From an optimization exercise on the open Yosys and OpenROAD flow, aimed at small area, a short achievable clock period and few clock cycles per item; shortcuts taken in it are not production practice. RTL that was checked went through simulation tests only; none was proved equivalent to the original.

## old
==> flow/design.v (excerpt) <==
module mdct_resonator_bank #(
    parameter int DW   = 32,
    parameter int CW   = 16,
    parameter int FRAC = 14,
    parameter int NCH  = 4,
    parameter int SAT  = 1,
    parameter int LW   = 16,
    localparam int CHW = (NCH > 1) ? $clog2(NCH) : 1
) (
    input  logic              clk_in,
    input  logic              rst_sys,
    input  logic              start,
    input  logic              abort,
    input  logic [LW-1:0]     frame_len,
    input  logic [NCH*CW-1:0] coef,
    input  logic [DW-1:0]     init_s1,
    input  logic [DW-1:0]     init_s2,
    input  logic              s_valid,
    output logic              s_ready,
    input  logic [DW-1:0]     s_data,
    output logic              m_valid,
    input  logic              m_ready,
    output logic [DW-1:0]     m_data,
    output logic [CHW-1:0]    m_chan,
    output logic              m_last,
    output logic              busy,
    output logic              done
);
For scale: about 4100 cells after synthesis.
==> module mdct_resonator_bank, before the edit <==
module mdct_resonator_bank #(
    parameter int DW   = 32,
    parameter int CW   = 16,
    parameter int FRAC = 14,
    parameter int NCH  = 4,
    parameter int SAT  = 1,
    parameter int LW   = 16,
    localparam int CHW = (NCH > 1) ? $clog2(NCH) : 1
) (
    input  logic              clk_in,
    input  logic              rst_sys,
    input  logic              start,
    input  logic              abort,
    input  logic [LW-1:0]     frame_len,
    input  logic [NCH*CW-1:0] coef,
    input  logic [DW-1:0]     init_s1,
    input  logic [DW-1:0]     init_s2,
    input  logic              s_valid,
    output logic              s_ready,
    input  logic [DW-1:0]     s_data,
    output logic              m_valid,
    input  logic              m_ready,
    output logic [DW-1:0]     m_data,
    output logic [CHW-1:0]    m_chan,
    output logic              m_last,
    output logic              busy,
    output logic              done
);
    localparam logic [2:0] S_IDLE  = 3'd0;
    localparam logic [2:0] S_P0F   = 3'd1;
    localparam logic [2:0] S_P0    = 3'd2;
    localparam logic [2:0] S_WAIT  = 3'd3;
    localparam logic [2:0] S_P1    = 3'd4;
    localparam logic [2:0] S_FLUSH = 3'd5;
    localparam logic [2:0] S_DRAIN = 3'd6;
    localparam logic [2:0] S_WAITF = 3'd7;
    logic [2:0]  state, state_nx;
    logic [15:0] cnt;
    logic        lastf;
    logic        zlen;
    logic [1:0]  rix, rix_nx;
    logic        take_s, take_m, lastf_nx;
    assign lastf_nx = take_s ? (cnt == 16'd1) : lastf;
    logic        st_idle, st_p0f, st_p0, st_wait, st_p1, st_flush, st_drain, st_waitf;
    assign st_idle  = (state == S_IDLE);
    assign st_p0f   = (state == S_P0F);
    assign st_p0    = (state == S_P0);
    assign st_wait  = (state == S_WAIT);
    assign st_p1    = (state == S_P1);
    assign st_flush = (state == S_FLUSH);
    assign st_drain = (state == S_DRAIN);
    assign st_waitf = (state == S_WAITF);
    assign take_s = s_ready & s_valid & ~abort;
    assign take_m = m_valid & m_ready & ~abort;
    logic        adv, ld_y, nxt_b, idle_q, flush_q, drain_q, xen, ld_r1, hold_r1;
    always_ff @(posedge clk_in or posedge rst_sys) begin
        if (rst_sys) begin
            adv     <= 1'b0;
            ld_y    <= 1'b0;
            nxt_b   <= 1'b0;
            idle_q  <= 1'b1;
            flush_q <= 1'b0;
            drain_q <= 1'b0;
            ld_r1   <= 1'b0;
            hold_r1 <= 1'b0;
        end else begin
            ld_r1   <= (state_nx == S_P0) || (state_nx == S_P1) || (state_nx == S_FLUSH);
            hold_r1 <= !((state_nx == S_P0) || (state_nx == S_P1) || (state_nx == S_FLUSH) || (state_nx == S_IDLE));
            adv     <= (state_nx == S_P0F) || (state_nx == S_P0) || (state_nx == S_P1) || (state_nx == S_FLUSH);
            ld_y    <= (state_nx == S_P0) || (state_nx == S_P1) || (state_nx == S_FLUSH);
            nxt_b   <= (state_nx == S_P0F) || (state_nx == S_P0);
            idle_q  <= (state_nx == S_IDLE);
            flush_q <= (state_nx == S_FLUSH);
            drain_q <= (state_nx == S_DRAIN);
        end
    end
    always_ff @(posedge clk_in)
        xen <= (state_nx == S_WAITF) || (state_nx == S_WAIT) || ((state_nx == S_P1) && !lastf_nx);
    logic signed [31:0] x_reg;
    always_ff @(posedge clk_in) begin
        if (xen)
            x_reg <= s_data;
    end
    logic [31:0] y0, y1, r1_0, r1_1, d1_0, d1_1;
    mrb_lane u_l0 (
        .clk(clk_in), .rst(rst_sys), .idle(idle_q), .adv(adv), .ld_y(ld_y), .ld_r1(ld_r1), .hold_r1(hold_r1), .nxt_b(nxt_b),
        .ca(coef[15:0]), .cb(coef[31:16]), .init_s1(init_s1), .init_s2(init_s2),
        .x(x_reg), .y(y0), .r1(r1_0), .d1(d1_0)
    );
    mrb_lane u_l1 (
        .clk(clk_in), .rst(rst_sys), .idle(idle_q), .adv(adv), .ld_y(ld_y), .ld_r1(ld_r1), .hold_r1(hold_r1), .nxt_b(nxt_b),
        .ca(coef[47:32]), .cb(coef[63:48]), .init_s1(init_s1), .init_s2(init_s2),
        .x(x_reg), .y(y1), .r1(r1_1), .d1(d1_1)
    );
    always_comb begin
        state_nx = state;
        rix_nx   = rix;
        case (state)
            S_IDLE:  if (start) state_nx = (frame_len == 16'd0) ? S_DRAIN : S_WAITF;
            S_WAITF: if (s_valid) state_nx = S_P0F;
            S_P0F,
            S_P0:    state_nx = S_P1;
            S_WAIT:  if (s_valid) state_nx = S_P0;
            S_P1:    state_nx = lastf ? S_FLUSH : (s_valid ? S_P0 : S_WAIT);
            S_FLUSH: state_nx = S_DRAIN;
            S_DRAIN: if (m_ready && rix == 2'd3) state_nx = S_IDLE;
            default: state_nx = S_IDLE;
        endcase
        if (st_idle || st_p1)
            rix_nx = 2'd0;
        else if (m_ready && (st_flush || st_drain))
            rix_nx = rix + 2'd1;
        if (abort)
            state_nx = S_IDLE;
    end
    always_ff @(posedge clk_in or posedge rst_sys) begin
        if (rst_sys) begin
            state   <= S_IDLE;
            s_ready <= 1'b0;
            m_valid <= 1'b0;
            busy    <= 1'b0;
            done    <= 1'b0;
        end else begin
            state   <= state_nx;
            s_ready <= (state_nx == S_WAITF) || (state_nx == S_WAIT) || ((state_nx == S_P1) && !lastf_nx);
            m_valid <= (state_nx == S_FLUSH) || (state_nx == S_DRAIN);
            busy    <= (state_nx != S_IDLE);
            done    <= st_drain && take_m && (rix == 2'd3);
        end
    end
    always_ff @(posedge clk_in) begin
        rix    <= rix_nx;
        m_chan <= rix_nx;
        m_last <= (rix_nx == 2'd3);
        lastf <= lastf_nx;
        if (idle_q) begin
            cnt  <= frame_len;
            zlen <= (frame_len == 16'd0);
        end else if (take_s) begin
            cnt  <= cnt - 16'd1;
        end
    end
    logic [31:0] md_other;
    logic        md_y0;
    always_comb begin
        if (idle_q)
            md_other = init_s1;
        else if (drain_q) begin
            case (rix_nx)
                2'd0:    md_other = zlen ? r1_0 : d1_0;
                2'd1:    md_other = r1_0;
                2'd2:    md_other = zlen ? r1_1 : d1_1;
                default: md_other = r1_1;
            endcase
        end else
            md_other = r1_0;
    end
    assign md_y0 = ~idle_q & ~drain_q & ~(flush_q & ~m_ready);
    always_ff @(posedge clk_in)
        m_data <= md_y0 ? y0 : md_other;
endmodule
export LEC_CHECK = 0
export CAP_MARGIN = 20
export CORE_MARGIN = 2
export CORE_UTILIZATION = 70
export CTS_BUF_LIST = sky130_fd_sc_hd__clkbuf_8 sky130_fd_sc_hd__clkbuf_16
export CTS_CLUSTER_DIAMETER = 80
export CTS_CLUSTER_SIZE = 20
export SLEW_MARGIN = 20
create_clock -name core_clock -period 13.0 [get_ports {clk_in}]
standard.sh (not shown) runs the stock make flow with config.mk's settings and CLKGATE_MAP_FILE= SYNTH_SCRIPT=/design/flow/synth_recipe.tcl, a recipe that flattens the netlist after the stock synthesis.
==> flow/flow/run.sh <==
#!/bin/bash
# Own layout flow: the standard flow (standard.sh) with two changes.
# 1. After the standard synthesis (unchanged), fapol.py removes the inverters
#    that adder extraction left between full-adder cells, by choosing which
#    full adders compute on complemented signals (a full adder is self-dual).
#    Registers and ports are untouched; the logic function is the same.
# 2. repair_timing is asked for a larger setup margin, so that the layout is
#    timed tighter than the 13 ns constraint demands, and the ports get plain
#    buffers. The SDC is not changed.
set -euo pipefail
source flow/params.sh
R=$PWD/orfs/results/sky130hd/mdct_resonator_bank/base
bash standard.sh synth > synth.log 2>&1
cp $R/1_2_yosys.v $R/1_2_yosys.std.v
python3 flow/fapol.py $R/1_2_yosys.std.v $R/1_2_yosys.fapol.v > fapol.log 2>&1
cp $R/1_2_yosys.fapol.v $R/1_2_yosys.v
rm -f $R/1_synth.odb $R/1_synth.sdc
bash standard.sh SETUP_SLACK_MARGIN=$MARGIN "BUFFER_PORTS_ARGS=-buffer_cell $PORTBUF" finish > standard.log 2>&1
Other scripts of this flow, unchanged in this note and not shown: flow/flow/fapol.py, flow/flow/params.sh
Here is what was changed in the inputs of new compared with old.
diff --git a/flow/design.v b/flow/design.v
--- a/flow/design.v
+++ b/flow/design.v
@@ -137,30 +137,27 @@
             cnt  <= frame_len;
             zlen <= (frame_len == 16'd0);
         end else if (take_s) begin
             cnt  <= cnt - 16'd1;
         end
     end
-    logic [31:0] md_other;
-    logic        md_y0;
-    always_comb begin
+    always_ff @(posedge clk_in) begin
         if (idle_q)
-            md_other = init_s1;
+            m_data <= init_s1;
         else if (drain_q) begin
             case (rix_nx)
-                2'd0:    md_other = zlen ? r1_0 : d1_0;
-                2'd1:    md_other = r1_0;
-                2'd2:    md_other = zlen ? r1_1 : d1_1;
-                default: md_other = r1_1;
+                2'd0:    m_data <= zlen ? r1_0 : d1_0;
+                2'd1:    m_data <= r1_0;
+                2'd2:    m_data <= zlen ? r1_1 : d1_1;
+                default: m_data <= r1_1;
             endcase
-        end else
-            md_other = r1_0;
+        end else if (flush_q && !m_ready)
+            m_data <= r1_0;
+        else
+            m_data <= y0;
     end
-    assign md_y0 = ~idle_q & ~drain_q & ~(flush_q & ~m_ready);
-    always_ff @(posedge clk_in)
-        m_data <= md_y0 ? y0 : md_other;
 endmodule
 module mrb_lane (
     input  logic        clk,
     input  logic        rst,
     input  logic        idle,
     input  logic        adv,
[summary]
- Compared with old, new shows number of post-CTS setup repair buffers lower by 3.
- Mean cell area of the mapped netlist: new higher than old
- Looking at fmax across both flows, new is the stronger of the two, with old trailing.
- Relative to old, fill cell instance count of the final layout decreased by 3.1% in new.
- Comparing new and old, end-of-flow core utilization is lower on old.
- Measured against each other, new and old differ in number of clock buffers in the layout, the lower figure coming from new.
Testbench counts of new, summed over its fixed seeds: cycles 9,680, samples 4,452.
No functional check of the RTL was part of old.

[separate check: timing with driven ports]
The flow's constraints put no driver on any port. The routed layouts listed below were extracted and timed again, unchanged, in two steps. Step 1 (the two cells are an assumption about what drives the block):
set clk [get_ports {clk_in}]
set_driving_cell -lib_cell sky130_fd_sc_hd__clkbuf_16 $clk
set_driving_cell -lib_cell sky130_fd_sc_hd__buf_2 [delete_from_list [all_inputs] $clk]
Step 2, shift: input delay + t, output delay - t, t = (earliest + latest rising clock arrival at the registers) / 2. This alone moves slack from input paths to output paths. Slacks: no drivers / after step 1 / after step 2; pairs: no drivers / after step 1.
run	t (ns)	slack for setup (ns)	worst setup path at the end	latest minus earliest clock arrival (ns)
old	0.655	9.004 / 8.985 / 8.359	input to register	0.029 / 0.030
new	0.640	9.071 / 9.092 / 8.452	input to register	0.028 / 0.028
After both steps every run listed still meets setup and hold. For old, which loses most, drivers alone change the setup slack by -0.019 ns; drivers and shift together by -0.645 ns.
